From an optimization exercise on the open Yosys and OpenROAD flow, aimed at a short achievable clock period and few clock cycles per item; shortcuts taken in it are not production practice. The RTL was checked by simulation tests, not by an equivalence proof against the original design. No activity file was given, so power comes from the tool's default toggle rates.

$ cat flow/config.mk
export PLATFORM = sky130hd
export DESIGN_NAME = huffman_tree_walk_decoder_top
export DESIGN_NICKNAME = huffman_tree_walk_decoder_top
export VERILOG_FILES = /design/flow/design.v
export SDC_FILE = /design/flow/constraint.sdc
export NUM_CORES = 4
export LEC_CHECK = 0
export CAP_MARGIN = 20
export CORE_MARGIN = 2
export CORE_UTILIZATION = 35
export PLACE_DENSITY = 0.55
export SETUP_SLACK_MARGIN = 3.0
export SLEW_MARGIN = 20
$ cat flow/run.sh
#!/bin/bash
# synth_recipe.tcl (not shown) runs the flow's synth.tcl, then flattens the netlist and writes it again
# the make line also repeats each setting of config.mk as NAME=value (left out here)
make -C /OpenROAD-flow-scripts/flow DESIGN_CONFIG=/design/flow/config.mk WORK_HOME=/design/flow/orfs CLKGATE_MAP_FILE= SYNTH_SCRIPT=/design/flow/synth_recipe.tcl finish
$ cat flow/constraint.sdc
create_clock -name core_clock -period 6.0 [get_ports {clk}]
set_input_delay 1.2000 -clock core_clock [delete_from_list [all_inputs] [get_ports {clk}]]
set_output_delay 1.2000 -clock core_clock [all_outputs]
set_load 0.01 [all_outputs]
$ cat flow/design.v
module huffman_tree_walk_decoder_top #(
  parameter int NODE_COUNT = 64
) (
  input  logic        clk,
  input  logic        rst,
  input  logic        cfg_valid,
  output logic        cfg_ready,
  input  logic [0:0]  cfg_reg_index,
  input  logic [31:0] cfg_wdata,
  input  logic        in_valid,
  output logic        in_ready,
  input  logic [1:0]  in_operation,
  input  logic [5:0]  in_node_addr,
  input  logic [5:0]  in_node_left,
  input  logic [5:0]  in_node_right,
  input  logic [7:0]  in_node_symbol,
  input  logic [7:0]  in_data_byte,
  output logic        out_valid,
  input  logic        out_ready,
  output logic [7:0]  out_symbol,
  output logic [31:0] out_output_count,
  output logic        out_last
);
  localparam int TW   = 20;           
  localparam int RW   = 12;           
  localparam int PW   = 28;           
  localparam int FW   = 9 + 8*RW;     
  localparam int NRT  = 128;
  localparam int CAPF = 7;            
  localparam int CAPS = 2;            
  function automatic [63:0] dec6(input logic [5:0] a);
    dec6 = 64'd1 << a;
  endfunction
  function automatic [TW-1:0] tread(input logic [63:0] oh, input logic [64*TW-1:0] t);
    tread = '0;
    for (int k = 0; k < 64; k++) tread = tread | (t[k*TW +: TW] & {TW{oh[k]}});
  endfunction
  logic [5:0]        root_q;
  logic [31:0]       limit_q;
  logic [64*TW-1:0]  tbl;
  logic [NRT*RW-1:0] rt;
  logic              in_ready_q, cfg_ready_q;
  logic              c_v, offered_q;
  logic [1:0]        c_op;
  logic [5:0]        c_addr, c_l, c_r;
  logic [7:0]        c_s, c_b;
  logic              ctrl_v;
  logic [1:0]        ctrl_op;
  logic [5:0]        ctrl_addr, ctrl_l, ctrl_r;
  logic [7:0]        ctrl_s;
  logic              r_v;
  logic [7:0]        r_b;
  logic              a_v, a_full;
  logic [7:0]        a_b, a_n;
  logic              d_v, d_full;
  logic [7:0]        d_b;
  logic [8*8-1:0]    d_hi;
  logic [8*16-1:0]   d_lo;
  logic              l_v, l_full;
  logic [7:0]        l_b;
  logic [8*RW-1:0]   l_raw;
  logic [8*FW-1:0]   f_mem;          
  logic [3:0]        f_cnt;
  logic [1:0]        sv;
  logic [15:0]       sb;
  logic [16*PW-1:0]  si;
  logic              fp;
  logic [3:0]        occ;
  logic [15:0]       pp;
  logic              at_root, ok, sfetch, refetch, chk, cpend;
  logic [5:0]        cN;
  logic [63:0]       cNOH;
  logic [TW-1:0]     cE;
  logic [31:0]       count;
  logic              e_v, e_eatf, e_fadv;
  logic [7:0]        e_sym;
  logic [31:0]       e_cnt;
  logic              pv, pin;
  logic [7:0]        psym;
  logic [31:0]       pcnt;
  logic [4*41-1:0]   ob;
  logic [1:0]        owp, orp;
  logic [2:0]        ocn;
  logic              ov, olast;
  logic [7:0]        osym;
  logic [31:0]       ocount;
  logic [2:0]        b_st;          
  logic              b_ph;          
  logic [11:0]       er;            
  logic [2*TW-1:0]   e1;            
  logic [3:0]        w_v;           
  logic [4*6-1:0]    w_n;           
  logic [4*64-1:0]   w_oh;          
  logic [4*TW-1:0]   w_e;           
  logic [4*7-1:0]    w_p;           
  logic [4*3-1:0]    w_d;           
  logic [4*3-1:0]    w_sc;          
  logic [4*5*16-1:0] w_st;          
  logic [3:0]        wr_v;          
  logic [4*7-1:0]    wr_p;
  logic [4*3-1:0]    wr_d;
  logic [4*RW-1:0]   wr_e;
  assign in_ready         = in_ready_q;
  assign cfg_ready        = cfg_ready_q;
  assign out_valid        = ov;
  assign out_symbol       = osym;
  assign out_output_count = ocount;
  assign out_last         = olast;
  logic acc, acc_dec, acc_ctl, cfg_wr, wr_root, wr_limit, newbyte, newctl;
  assign acc      = in_valid && in_ready_q;
  assign acc_dec  = acc && (in_operation == 2'd1);
  assign acc_ctl  = acc && (in_operation != 2'd1);
  assign cfg_wr   = cfg_valid && cfg_ready_q;
  assign wr_root  = cfg_wr && (cfg_reg_index == 1'b0);
  assign wr_limit = cfg_wr && (cfg_reg_index == 1'b1);
  assign newbyte  = c_v && (c_op == 2'd1);
  assign newctl   = c_v && (c_op != 2'd1);
  logic bld_busy, bld_restart;
  logic [4*TW-1:0] fd;              
  logic [TW-1:0]   p1_data;
  assign bld_busy = (b_st != 3'd0) || (|wr_v);
  always_comb begin
    for (int w = 0; w < 4; w++) begin
      logic [63:0] oh;
      oh = w_oh[w*64 +: 64];
      if (w == 0 && !bld_busy) oh = cNOH;
      fd[w*TW +: TW] = tread(oh, tbl);
    end
    p1_data = fd[0 +: TW];
  end
  always_ff @(posedge clk) begin
    for (int w = 0; w < 4; w++) w_e[w*TW +: TW] <= fd[w*TW +: TW];
    if (bld_restart) begin
      b_st <= 3'd1;
      b_ph <= 1'b0;
      w_v  <= '0;
      w_sc <= '0;
      wr_v <= '0;
    end else begin
      wr_v <= '0;
      case (b_st)
        3'd1: begin
          w_oh[0 +: 64] <= dec6(root_q);
          b_st <= 3'd2;
        end
        3'd2: b_st <= 3'd3;           
        3'd3: begin
          er <= w_e[8 +: 12];
          w_oh[0 +: 64]  <= dec6(w_e[14 +: 6]);
          w_oh[64 +: 64] <= dec6(w_e[8 +: 6]);
          b_st <= 3'd4;
        end
        3'd4: b_st <= 3'd5;           
        3'd5: begin
          for (int w = 0; w < 4; w++) begin
            logic [TW-1:0] e;
            logic [5:0]    c;
            e = w_e[(w/2)*TW +: TW];
            c = (w % 2 == 1) ? e[13:8] : e[19:14];
            if (e[7:0] != 8'd0) begin
              w_v[w] <= 1'b0;
              if (w % 2 == 0) begin
                wr_v[w]            <= 1'b1;
                wr_p[w*7 +: 7]     <= 7'((w/2) << 6);
                wr_d[w*3 +: 3]     <= 3'd1;
                wr_e[w*RW +: RW]   <= {1'b1, 3'd1, e[7:0]};
              end
            end else begin
              w_v[w]          <= 1'b1;
              w_n[w*6 +: 6]   <= c;
              w_oh[w*64 +: 64] <= dec6(c);
              w_p[w*7 +: 7]   <= 7'(w << 5);
              w_d[w*3 +: 3]   <= 3'd2;
            end
          end
          b_ph <= 1'b0;
          b_st <= 3'd6;
        end
        3'd6: begin
          b_ph <= !b_ph;
          if (b_ph) begin
            for (int w = 0; w < 4; w++) begin
              logic [TW-1:0] e;
              logic [6:0]    p;
              logic [2:0]    d;
              logic [2:0]    sc;
              logic [15:0]   top;
              e   = w_e[w*TW +: TW];
              p   = w_p[w*7 +: 7];
              d   = w_d[w*3 +: 3];
              sc  = w_sc[w*3 +: 3];
              top = w_st[(w*5)*16 +: 16];
              if (w_v[w]) begin
                if ((e[7:0] != 8'd0) || (d == 3'd7)) begin
                  wr_v[w]          <= 1'b1;
                  wr_p[w*7 +: 7]   <= p;
                  wr_d[w*3 +: 3]   <= d;
                  wr_e[w*RW +: RW] <= (e[7:0] != 8'd0) ? {1'b1, d, e[7:0]} : {1'b0, 5'd0, w_n[w*6 +: 6]};
                  if (sc != 3'd0) begin
                    {w_n[w*6 +: 6], w_p[w*7 +: 7], w_d[w*3 +: 3]} <= top;
                    w_oh[w*64 +: 64] <= dec6(top[15:10]);
                    for (int k = 0; k < 4; k++) w_st[(w*5+k)*16 +: 16] <= w_st[(w*5+k+1)*16 +: 16];
                    w_sc[w*3 +: 3] <= sc - 3'd1;
                  end else begin
                    w_v[w] <= 1'b0;
                  end
                end else begin
                  w_n[w*6 +: 6]    <= e[19:14];
                  w_oh[w*64 +: 64] <= dec6(e[19:14]);
                  w_d[w*3 +: 3]    <= d + 3'd1;
                  w_st[(w*5)*16 +: 16] <= {e[13:8], p | 7'(7'd1 << (3'd6 - d)), d + 3'd1};
                  for (int k = 1; k < 5; k++) w_st[(w*5+k)*16 +: 16] <= w_st[(w*5+k-1)*16 +: 16];
                  w_sc[w*3 +: 3] <= sc + 3'd1;
                end
              end
            end
          end
          if (w_v == 4'd0) b_st <= 3'd0;
        end
        default: ;
      endcase
    end
    for (int v = 0; v < NRT; v++) begin
      for (int w = 0; w < 4; w++) begin
        logic [6:0] m;
        for (int b = 0; b < 7; b++) m[6-b] = (wr_d[w*3 +: 3] > 3'(b));
        if (wr_v[w] && (((7'(v) ^ wr_p[w*7 +: 7]) & m) == 7'd0)) rt[v*RW +: RW] <= wr_e[w*RW +: RW];
      end
    end
  end
  logic        sel_fast, sel_jump, sel_cr, sel_eif, sel_bit, cv, p7;
  logic [7:0]  sel_raw;
  logic [15:0] ppn, ppr;
  logic [1:0]  cs;
  always_comb begin
    sel_fast = 1'b0; sel_jump = 1'b0; sel_cr = 1'b0; sel_eif = 1'b0; sel_bit = 1'b0;
    sel_raw  = '0;
    for (int k = 0; k < 16; k++) begin
      sel_fast = sel_fast | (pp[k] & si[k*PW + 27]);
      sel_jump = sel_jump | (pp[k] & si[k*PW + 26]);
      sel_cr   = sel_cr   | (pp[k] & si[k*PW + 25]);
      sel_eif  = sel_eif  | (pp[k] & si[k*PW + 24]);
      sel_raw  = sel_raw  | ({8{pp[k]}} & si[k*PW +: 8]);
      sel_bit  = sel_bit  | (pp[k] & sb[(k/8)*8 + 7 - (k%8)]);
    end
    cs[0] = |pp[7:0];
    cs[1] = |pp[15:8];
    cv = |(cs & sv);
    p7 = pp[7] | pp[15];
    for (int s = 0; s < 2; s++) begin
      for (int j = 0; j < 8; j++) begin
        logic a;
        a = 1'b0;
        for (int i = 0; i < 8; i++) begin
          a = a | (pp[s*8+i] & si[(s*8+i)*PW + 16 + j]);
          a = a | (pp[(1-s)*8+i] & si[((1-s)*8+i)*PW + 8 + j]);
        end
        ppn[s*8+j] = a;
      end
    end
    ppr = {pp[14:0], pp[15]};
  end
  logic osp, leafE, okl;
  logic a_F1, a_F2, a_F3, a_B, a_S1, a_ST, a_CO;
  logic emit, e_at_f, f_adv, free_cur;
  logic [7:0] esym;
  logic [5:0] child;
  logic pipe_empty, exec, ex_load, ex_restart;
  logic x_load, x_restart;
  assign osp   = (ocn <= 3'd2);
  assign leafE = (cE[7:0] != 8'd0);
  assign okl   = chk && leafE && ok;
  assign a_F1 = at_root && ok && cv && sel_fast && osp;
  assign a_F2 = at_root && ok && cv && !sel_fast && sel_jump;
  assign a_F3 = at_root && cv && (!ok || (!sel_fast && !sel_jump));
  assign a_B  = !at_root && sfetch && !bld_busy;
  assign a_S1 = !at_root && !sfetch && okl && osp;
  assign a_ST = !at_root && !sfetch && !okl && cv;
  assign a_CO = !at_root && !sfetch && chk && !okl && !cv;
  assign emit     = a_F1 || a_S1;
  assign esym     = a_F1 ? sel_raw[7:0] : cE[7:0];
  assign e_at_f   = a_F1 ? sel_eif : 1'b1;
  assign f_adv    = ((a_F1 || a_F2) && sel_cr) || ((a_S1 || a_ST || a_CO) && cpend);
  assign free_cur = ((a_F1 || a_F2) && sel_cr) || (a_ST && p7);
  assign child    = sel_bit ? cE[13:8] : cE[19:14];
  assign pipe_empty = !c_v && !r_v && !a_v && !d_v && !l_v && (f_cnt == 4'd0) && (sv == 2'd0)
                   && !(sfetch && !refetch) && !chk && !x_load && !x_restart;
  assign exec       = ctrl_v && pipe_empty;
  assign ex_load    = x_load;
  assign ex_restart = x_restart;
  assign bld_restart = rst || ex_load || wr_root;
  logic ptrig, a_load, ctrl_vn, rf;
  logic [3:0] cap;
  logic       occ_lt_p1, occ_lt_0, occ_lt_m1, irdy_n;
  assign ptrig  = r_v && !newbyte && !offered_q && !bld_busy;
  assign a_load = r_v && !bld_busy && (newbyte || ptrig);
  assign rf     = !sv[fp] && (f_cnt != 4'd0);
  assign cap       = (bld_busy || bld_restart) ? 4'd1 : ((at_root && ok) ? 4'(CAPF) : 4'(CAPS));
  assign occ_lt_p1 = (occ + 4'd1) < cap;
  assign occ_lt_0  = occ < cap;
  assign occ_lt_m1 = (occ - 4'd1) < cap;
  always_comb begin
    ctrl_vn = newctl ? 1'b1 : (exec ? 1'b0 : ctrl_v);
    case ({acc_dec, free_cur})
      2'b10:   irdy_n = occ_lt_p1;
      2'b01:   irdy_n = occ_lt_m1;
      default: irdy_n = occ_lt_0;
    endcase
  end
  always_ff @(posedge clk) begin
    c_v       <= !rst && acc;
    offered_q <= in_valid && (in_operation == 2'd1);
    c_op      <= in_operation;
    c_addr    <= in_node_addr;
    c_l       <= in_node_left;
    c_r       <= in_node_right;
    c_s       <= in_node_symbol;
    c_b       <= in_data_byte;
    if (rst) begin
      root_q      <= '0;
      limit_q     <= '0;
      ctrl_v      <= 1'b0;
      occ         <= '0;
      in_ready_q  <= 1'b0;
      cfg_ready_q <= 1'b0;
    end else begin
      if (wr_root)  root_q  <= cfg_wdata[5:0];
      if (wr_limit) limit_q <= cfg_wdata;
      ctrl_v      <= ctrl_vn;
      case ({acc_dec, free_cur})
        2'b10:   occ <= occ + 4'd1;
        2'b01:   occ <= occ - 4'd1;
        default: ;
      endcase
      in_ready_q  <= !acc_ctl && !ctrl_vn && irdy_n;
      cfg_ready_q <= pipe_empty && !ctrl_v && !acc;
    end
    x_load    <= !rst && exec && (ctrl_op == 2'd0);
    x_restart <= !rst && exec && (ctrl_op == 2'd2);
    if (newctl) begin
      ctrl_op   <= c_op;
      ctrl_addr <= c_addr;
      ctrl_l    <= c_l;
      ctrl_r    <= c_r;
      ctrl_s    <= c_s;
    end
    if (ex_load) begin
      for (int k = 0; k < 64; k++)
        if (ctrl_addr == 6'(k)) tbl[k*TW +: TW] <= {ctrl_l, ctrl_r, ctrl_s};
    end
  end
  always_ff @(posedge clk) begin
    if (rst) begin
      r_v   <= 1'b0;
      a_v   <= 1'b0;
      d_v   <= 1'b0;
      l_v   <= 1'b0;
      f_cnt <= '0;
      sv    <= '0;
      fp    <= 1'b0;
    end else begin
      r_v   <= newbyte ? 1'b1 : (a_load ? 1'b0 : r_v);
      a_v   <= a_load;
      d_v   <= a_v;
      l_v   <= d_v;
      case ({l_v, rf})
        2'b10:   f_cnt <= f_cnt + 4'd1;
        2'b01:   f_cnt <= f_cnt - 4'd1;
        default: ;
      endcase
      for (int s = 0; s < 2; s++) begin
        if (rf && (fp == 1'(s)))              sv[s] <= 1'b1;
        else if (free_cur && cs[s])           sv[s] <= 1'b0;
      end
      if (rf) fp <= !fp;
    end
    if (newbyte) r_b <= c_b;
    a_b    <= r_b;
    a_n    <= newbyte ? c_b : 8'd0;
    a_full <= newbyte;
    d_b    <= a_b;
    d_full <= a_full;
    for (int i = 0; i < 8; i++) begin
      logic [15:0] s16;
      logic [6:0]  idx;
      s16 = {a_b, a_n};
      idx = s16[15-i -: 7];
      d_hi[i*8 +: 8]   <= 8'd1 << idx[6:4];
      d_lo[i*16 +: 16] <= 16'd1 << idx[3:0];
    end
    l_b    <= d_b;
    l_full <= d_full;
    for (int i = 0; i < 8; i++) begin
      logic [RW-1:0] e, g;
      e = '0;
      for (int h = 0; h < 8; h++) begin
        g = '0;
        for (int lo = 0; lo < 16; lo++) g = g | (rt[(h*16+lo)*RW +: RW] & {RW{d_lo[i*16 + lo]}});
        e = e | (g & {RW{d_hi[i*8 + h]}});
      end
      l_raw[i*RW +: RW] <= e;
    end
    for (int k = 0; k < 8; k++) begin
      if (rf) begin
        if (4'(k + 1) < f_cnt)                     f_mem[k*FW +: FW] <= f_mem[(k+1)%8*FW +: FW];
        else if (l_v && (4'(k + 1) == f_cnt))      f_mem[k*FW +: FW] <= {l_b, l_full, l_raw};
      end else begin
        if (l_v && (4'(k) == f_cnt))               f_mem[k*FW +: FW] <= {l_b, l_full, l_raw};
      end
    end
    if (rf) begin
      logic [FW-1:0] h;
      h = f_mem[0 +: FW];
      for (int s = 0; s < 2; s++) begin
        if (fp == 1'(s)) begin
          sb[s*8 +: 8] <= h[FW-1 -: 8];
          for (int i = 0; i < 8; i++) begin
            logic [RW-1:0] e;
            logic [6:0]    lo;
            logic          fnd, full, cr, eif;
            logic [7:0]    ns, nn;
            e    = h[i*RW +: RW];
            full = h[8*RW];
            fnd  = e[11];
            lo   = 7'(7'd1 << (e[10:8] - 3'd1));
            ns = '0; nn = '0; cr = 1'b0; eif = 1'b0;
            for (int m = 0; m < 7; m++) begin
              if (i + m + 1 < 8) ns[i+m+1]   = lo[m];
              else               nn[i+m+1-8] = lo[m];
              if (i + m + 1 >= 8) cr  = cr  | lo[m];
              if (i + m + 1 <= 8) eif = eif | lo[m];
            end
            if (!fnd) begin
              ns  = (i + 7 < 8) ? 8'(8'd1 << ((i + 7) % 8)) : 8'd0;
              nn  = (i + 7 < 8) ? 8'd0 : 8'(8'd1 << ((i + 7) % 8));
              cr  = (i + 7 >= 8);
              eif = (i + 7 <= 8);
            end
            si[(s*8+i)*PW +: PW] <= {fnd && (full || eif),
                                     !fnd && full,
                                     cr,
                                     eif,
                                     ns,
                                     nn,
                                     e[7:0]};
          end
        end
      end
    end
  end
  logic [31:0] cnt1;
  logic        ok0, ok1;
  assign cnt1 = count + 32'd1;
  assign ok0  = count < limit_q;
  assign ok1  = cnt1 < limit_q;
  always_ff @(posedge clk) begin
    if (rst) begin
      pp      <= 16'd1;
      at_root <= 1'b1;
      sfetch  <= 1'b0;
      refetch <= 1'b0;
      chk     <= 1'b0;
      cpend   <= 1'b0;
      count   <= '0;
      ok      <= 1'b0;
    end else begin
      if (a_F1 || a_F2) pp <= ppn;
      else if (a_ST)    pp <= ppr;
      if (a_ST)                    cpend <= p7;
      else if (a_S1 || a_CO)       cpend <= 1'b0;
      if (ex_restart) begin
        count <= '0;
        ok    <= (limit_q != 32'd0);
      end else begin
        if (emit) count <= cnt1;
        ok <= emit ? ok1 : ok0;
      end
      if (ex_restart) begin
        at_root <= 1'b1;
        sfetch  <= 1'b0;
        refetch <= 1'b0;
        chk     <= 1'b0;
      end else if ((ex_load && !at_root) || (wr_root && at_root)) begin
        at_root <= 1'b0;
        sfetch  <= 1'b1;
        refetch <= 1'b1;
        chk     <= 1'b0;
      end else begin
        if (a_F2 || a_F3) at_root <= 1'b0;
        else if (a_S1)    at_root <= 1'b1;
        if (a_ST || a_F2) sfetch <= 1'b1;
        else if (a_B)     sfetch <= 1'b0;
        if (a_F2)         refetch <= 1'b1;
        else if (a_B)     refetch <= 1'b0;
        if (a_B)                                       chk <= !refetch;
        else if (a_S1 || a_ST || a_CO || a_F2 || a_F3) chk <= 1'b0;
      end
    end
    if (wr_root && at_root)  cN <= root_q;
    else if (a_F2)           cN <= sel_raw[5:0];
    else if (a_F3)           cN <= root_q;
    else if (a_ST)           cN <= child;
    if (wr_root && at_root)  cNOH <= dec6(root_q);
    else if (ex_load)        cNOH <= dec6(cN);
    else if (a_F2)           cNOH <= dec6(sel_raw[5:0]);
    else if (!sfetch)        cNOH <= dec6(child);
    if (a_F3)                cE <= {er, 8'd0};
    else if (a_B)            cE <= p1_data;
  end
  logic res, res_last, oen, opop;
  assign res      = pv && (e_v || !pin || e_fadv) && (e_v || (ocn != 3'd4));
  assign res_last = !(pin && e_v && e_eatf);
  assign oen      = !ov || out_ready;
  assign opop     = oen && (ocn != 3'd0);
  always_ff @(posedge clk) begin
    e_sym  <= esym;
    e_cnt  <= cnt1;
    e_eatf <= e_at_f;
    if (rst) begin
      e_v    <= 1'b0;
      e_fadv <= 1'b0;
      pv     <= 1'b0;
      pin    <= 1'b0;
      ov     <= 1'b0;
      ocn    <= '0;
      owp    <= '0;
      orp    <= '0;
    end else begin
      e_v    <= emit;
      e_fadv <= f_adv;
      if (e_v) begin
        pv  <= 1'b1;
        pin <= !(e_eatf && e_fadv);
      end else if (res) begin
        pv <= 1'b0;
      end else if (pv && e_fadv) begin
        pin <= 1'b0;
      end
      if (oen) ov <= (ocn != 3'd0);
      if (opop) orp <= orp + 2'd1;
      if (res)  owp <= owp + 2'd1;
      case ({res, opop})
        2'b10:   ocn <= ocn + 3'd1;
        2'b01:   ocn <= ocn - 3'd1;
        default: ;
      endcase
    end
    if (e_v) begin
      psym <= e_sym;
      pcnt <= e_cnt;
    end
    if (res) begin
      for (int k = 0; k < 4; k++)
        if (owp == 2'(k)) ob[k*41 +: 41] <= {psym, pcnt, res_last};
    end
    if (oen) begin
      for (int k = 0; k < 4; k++)
        if (orp == 2'(k)) {osym, ocount, olast} <= ob[k*41 +: 41];
    end
  end
endmodule
==> results of run 1 <==
==> cells by family after synthesis <==
group / Yosys count / synth area share
mux: 2508 / 0.0748
simple gates: 7482 / 0.0958
xor+xnor: 85 / 0.00212
fa+ha+maj: 119 / 0.00433
compound gates: 13100 / 0.295
buf+inv: 5419 / 0.0592
flops: 5709 / 0.469
==> power groups by stage <==
stage | Combinational [mW] | Clock, mW | Sequential (mW)
after floorplan | 12.0 | 0 | 50.1
after detailed placement | 25.4 | 0 | 51.9
after global placement | 25.3 | 0 | 52.0
after CTS | 32.2 | 44.4 | 51.1
==> worst max path at each step <==
stage               startpoint         to  slack, ns  depth (start not counted)
floorplan             f_cnt[1]   f_mem[0]      -2.43                         11
CTS                   rt[1107]  l_raw[51]       2.17                          9
global placement       wr_d[7]   rt[1413]       0.29                          7
detailed placement     wr_v[1]     cE[13]       0.77                          9
==> metal layers <==
layer,global-route usage,GRT overflow
met1,0.801,1
met2,0.830,1
met3,0.671,4
met4,0.642,1
met5,0.543,0
==> stage by stage <==
step / instance area, µm² / util
after floorplan: 352000 / -
after global placement: 376000 / 0.375
after detailed placement: 376000 / 0.375
after CTS: 441000 / 0.440
==> repair_timing <==
item / in CTS
cloned: 183
setup buffers: 2130
endpoints found under the setup margin: 6616
gates resized for setup: 3785
pin swaps: 895
==> impl_metrics.csv, run 1 <==
group,metric,value,unit
clocking,cts_buffers,682,
clocking,htreeDepth,6,
yosys,syn_nets,34600,
yosys,synth_cells,34500,
yosys,synth_top_cell_area_share,0.433,
grt,grt_first_pass_wirelength,4940000,µm
yosys,synth_ff_type,"edfxtp_1",
yosys,yosys_warnings,1,
clocking,cts_sinks,5709,
run_status,status,"did not finish",
yosys,syn_area,352000,µm²
place,portBuffers,117,
yosys,yosys.cell_count.top_type,"edfxtp_1",
floorplanning,die_w,1010,µm
place,numPlacedInstances,45300,
yosys,yosys.area.top_type,"edfxtp_1",
grt,grt_start_max_net_pins,160,
yosys,ys_types,86,
place,place_ws,0.766,ns
yosys,ys_seq_elements,5709,
grt,grt_overflow,7,
place,gp_congestion,1.24,
floorplanning,io_pins,118,
floorplanning,start_util,0.351,
clocking,root_buffer,"clkbuf_16",
yosys,syn_area_per_cell,10.2,µm²
yosys,ys_seq_area_frac,0.469,
grt,grt_pass1_vias,411000,
yosys,synth_commonest_cells,"edfxtp_1, a22o_1, a221oi_1, clkbuf_1, nand2_1",
place,hpwl,2460000,µm
floorplanning,rows,368,
yosys,ys_top_cells_by_area,"edfxtp_1, a22o_1, a221oi_1, mux2i_1, clkbuf_1",
yosys,synth_edf_count,5073,
floorplanning,die_height,1010,µm
grt,grtUsageTotal,0.752,
clocking,cts_buffer_depth,5,
run_status,error_line,"[ERROR GRT-0116] Global routing finished with congestion. Check the congestion regions in the DRC Viewer.",
yosys,async_flop_share,0,
run_status,lastStage,"global routing",
clocking,holdBufCountCts,0,
Testbench counts, summed over its fixed seeds: cycles 9,984, bytes 4,096.
==> inputs of run 2 (changes only) <==
--- a/flow/design.v
+++ b/flow/design.v
@@ -52,12 +52,13 @@
   logic [7:0]        r_b;
-  logic              a_v, a_full;
+  logic              a_v, a_ph, a_full;
   logic [7:0]        a_b, a_n;
-  logic              d_v, d_full;
+  logic              d_v, d_h, d_full;
   logic [7:0]        d_b;
-  logic [8*8-1:0]    d_hi;
-  logic [8*16-1:0]   d_lo;
-  logic              l_v, l_full;
+  logic [4*8-1:0]    d_hi;
+  logic [4*16-1:0]   d_lo;
+  logic              l_v, l_h, l_full;
   logic [7:0]        l_b;
-  logic [8*RW-1:0]   l_raw;
-  logic [8*FW-1:0]   f_mem;          
+  logic [4*RW-1:0]   l_raw;
+  logic [4*RW-1:0]   l_lo;           
+  logic [6*FW-1:0]   f_mem;          
   logic [3:0]        f_cnt;
@@ -294,4 +295,4 @@
   logic       occ_lt_p1, occ_lt_0, occ_lt_m1, irdy_n;
-  assign ptrig  = r_v && !newbyte && !offered_q && !bld_busy;
-  assign a_load = r_v && !bld_busy && (newbyte || ptrig);
+  assign ptrig  = r_v && !newbyte && !offered_q && !bld_busy && (!a_v || a_ph);
+  assign a_load = r_v && !bld_busy && (!a_v || a_ph) && (newbyte || ptrig);
   assign rf     = !sv[fp] && (f_cnt != 4'd0);
@@ -334,3 +335,3 @@
       endcase
-      in_ready_q  <= !acc_ctl && !ctrl_vn && irdy_n;
+      in_ready_q  <= !acc_ctl && !ctrl_vn && irdy_n && !acc_dec;
       cfg_ready_q <= pipe_empty && !ctrl_v && !acc;
@@ -355,2 +356,3 @@
       a_v   <= 1'b0;
+      a_ph  <= 1'b0;
       d_v   <= 1'b0;
@@ -362,6 +364,7 @@
       r_v   <= newbyte ? 1'b1 : (a_load ? 1'b0 : r_v);
-      a_v   <= a_load;
+      a_v   <= a_load || (a_v && !a_ph);
+      a_ph  <= !a_load && a_v && !a_ph;
       d_v   <= a_v;
       l_v   <= d_v;
-      case ({l_v, rf})
+      case ({l_v && l_h, rf})
         2'b10:   f_cnt <= f_cnt + 4'd1;
@@ -377,8 +380,11 @@
     if (newbyte) r_b <= c_b;
-    a_b    <= r_b;
-    a_n    <= newbyte ? c_b : 8'd0;
-    a_full <= newbyte;
+    if (a_load) begin
+      a_b    <= r_b;
+      a_n    <= newbyte ? c_b : 8'd0;
+      a_full <= newbyte;
+    end
     d_b    <= a_b;
+    d_h    <= a_ph;
     d_full <= a_full;
-    for (int i = 0; i < 8; i++) begin
+    for (int i = 0; i < 4; i++) begin
       logic [15:0] s16;
@@ -386,3 +392,3 @@
       s16 = {a_b, a_n};
-      idx = s16[15-i -: 7];
+      idx = a_ph ? s16[11-i -: 7] : s16[15-i -: 7];
       d_hi[i*8 +: 8]   <= 8'd1 << idx[6:4];
@@ -391,4 +397,6 @@
     l_b    <= d_b;
+    l_h    <= d_h;
     l_full <= d_full;
-    for (int i = 0; i < 8; i++) begin
+    if (l_v && !l_h) l_lo <= l_raw;
+    for (int i = 0; i < 4; i++) begin
       logic [RW-1:0] e, g;
@@ -402,8 +410,8 @@
     end
-    for (int k = 0; k < 8; k++) begin
+    for (int k = 0; k < 6; k++) begin
       if (rf) begin
-        if (4'(k + 1) < f_cnt)                     f_mem[k*FW +: FW] <= f_mem[(k+1)%8*FW +: FW];
-        else if (l_v && (4'(k + 1) == f_cnt))      f_mem[k*FW +: FW] <= {l_b, l_full, l_raw};
+        if (4'(k + 1) < f_cnt)                         f_mem[k*FW +: FW] <= f_mem[(k+1)%6*FW +: FW];
+        else if (l_v && l_h && (4'(k + 1) == f_cnt))   f_mem[k*FW +: FW] <= {l_b, l_full, l_raw, l_lo};
       end else begin
-        if (l_v && (4'(k) == f_cnt))               f_mem[k*FW +: FW] <= {l_b, l_full, l_raw};
+        if (l_v && l_h && (4'(k) == f_cnt))            f_mem[k*FW +: FW] <= {l_b, l_full, l_raw, l_lo};
       end
--- a/flow/config.mk
+++ b/flow/config.mk
@@ -9,4 +9,4 @@
 export CORE_MARGIN = 2
-export CORE_UTILIZATION = 35
-export PLACE_DENSITY = 0.55
+export CORE_UTILIZATION = 50
+export PLACE_DENSITY = 0.65
 export SETUP_SLACK_MARGIN = 3.0
==> run 2 against run 1 <==
Against the previous run:
- area after synthesis fell by 14%
- synthesized cell count decreased by 20%
- the flow again stops in global routing
==> impl_metrics.csv, run 2 <==
group,metric,value,unit
run_status,status,"did not finish",
run_status,lastStage,"global routing",
run_status,error_line,"[ERROR GRT-0116] Global routing finished with congestion. Check the congestion regions in the DRC Viewer.",
yosys,ys_seq_elements,5406,
yosys,syn_nets,27600,
yosys,synth_commonest_cells,"edfxtp_1, a22o_1, a221oi_1, clkbuf_1, nand2_1",
clocking,cts_buffers,591,
yosys,async_flop_share,0,
yosys,syn_area_per_cell,11.0,µm²
yosys,synth_edf_count,4926,
grt,grt_start_max_net_pins,159,
clocking,cts_sinks,5406,
place,placed_area,318000,µm²
floorplanning,start_util,0.501,
place,numPlacedInstances,34300,
grt,grtUsageTotal,0.847,
place,hpwl,1490000,µm
floorplanning,die_w,781,µm
yosys,synth_top_cell_area_share,0.490,
floorplanning,io_pins,118,
grt,grt_pass1_vias,336000,
clocking,root_buffer,"clkbuf_16",
yosys,synth_ff_type,"edfxtp_1",
yosys,yosys.area.top_type,"edfxtp_1",
floorplanning,die_height,781,µm
grt,grt_overflow,21,
yosys,synth_cells,27500,
floorplanning,rows,285,
clocking,htreeDepth,6,
clocking,cts_buffer_depth,4,
yosys,ys_top_cells_by_area,"edfxtp_1, a22o_1, a221oi_1, mux2i_1, dfxtp_1",
place,portBuffers,117,
yosys,ys_seq_area_frac,0.522,
yosys,syn_area,302000,µm²
yosys,yosys.cell_count.top_type,"edfxtp_1",
place,gp_congestion,1.27,
yosys,yosys_warnings,1,
grt,grt_first_pass_wirelength,3460000,µm
yosys,ys_types,89,
[run 2: changes by cell type after synthesis, sizes merged, moves of 93 or more]
cell / previous run / this run
dfxtp: 636 / 480
clkbuf: 3772 / 2454
a22oi: 1439 / 1001
mux2: 899 / 711
a221oi: 3869 / 2478
a22o: 3884 / 2487
edfxtp: 5073 / 4926
nand4: 1223 / 788
nand2: 2915 / 2349
buf: 1537 / 554
a21o: 857 / 950
[run 2: timing repair]
| action | in CTS |
|---|---|
| hold buffers | 0 |
| gates resized for setup | 1971 |
| setup endpoints to repair | 5399 |
| pin swaps | 514 |
| setup buffers | 1108 |
| gates cloned | 125 |
[run 2: power by group through the flow]
stage / sequential, mW / clock [mW] / combinational (mW)
4_1_cts: 49.2 / 38.8 / 28.1
3_5_place_dp: 49.4 / 0 / 23.3
3_3_place_gp: 49.3 / 0 / 22.8
2_1_floorplan: 48.3 / 0 / 11.3
[run 2: worst min path at each step]
| stage | cells past startpoint | endpoint | slack [ns] |
|---|---|---|---|
| after floorplan | 0 | l_b[0] | 0.31 |
| after global placement | 0 | l_h | 0.31 |
| after detailed placement | 0 | l_b[6] | 0.31 |
| after CTS | 0 | l_h | 0.33 |
[run 2: metal layers]
| metal | GRT usage | overflow |
|---|---|---|
| met1 | 0.873 | 4 |
| met2 | 0.911 | 4 |
| met3 | 0.808 | 6 |
| met4 | 0.745 | 7 |
| met5 | 0.693 | 0 |
[run 2: metrics by stage]
stage | power, mW | setup slack [ns]
4_1_cts | 116 | 2.46
3_5_place_dp | 72.7 | 1.10
3_3_place_gp | 72.1 | 1.15
2_1_floorplan | 59.7 | 0.803
[run 2: cells by family after synthesis]
logic type,after synthesis,synth area share
AOI/OAI and AO/OA,10100,0.257
and+or+nand+nor,6300,0.0926
DFF,5406,0.522
buffers and inverters,3112,0.0401
muxes,2334,0.0808
adders and majority gates,118,0.00502
xor gates and xnor gates,78,0.00226
Testbench counts of run 2, summed over its fixed seeds: cycles 10,136, bytes 4,096.
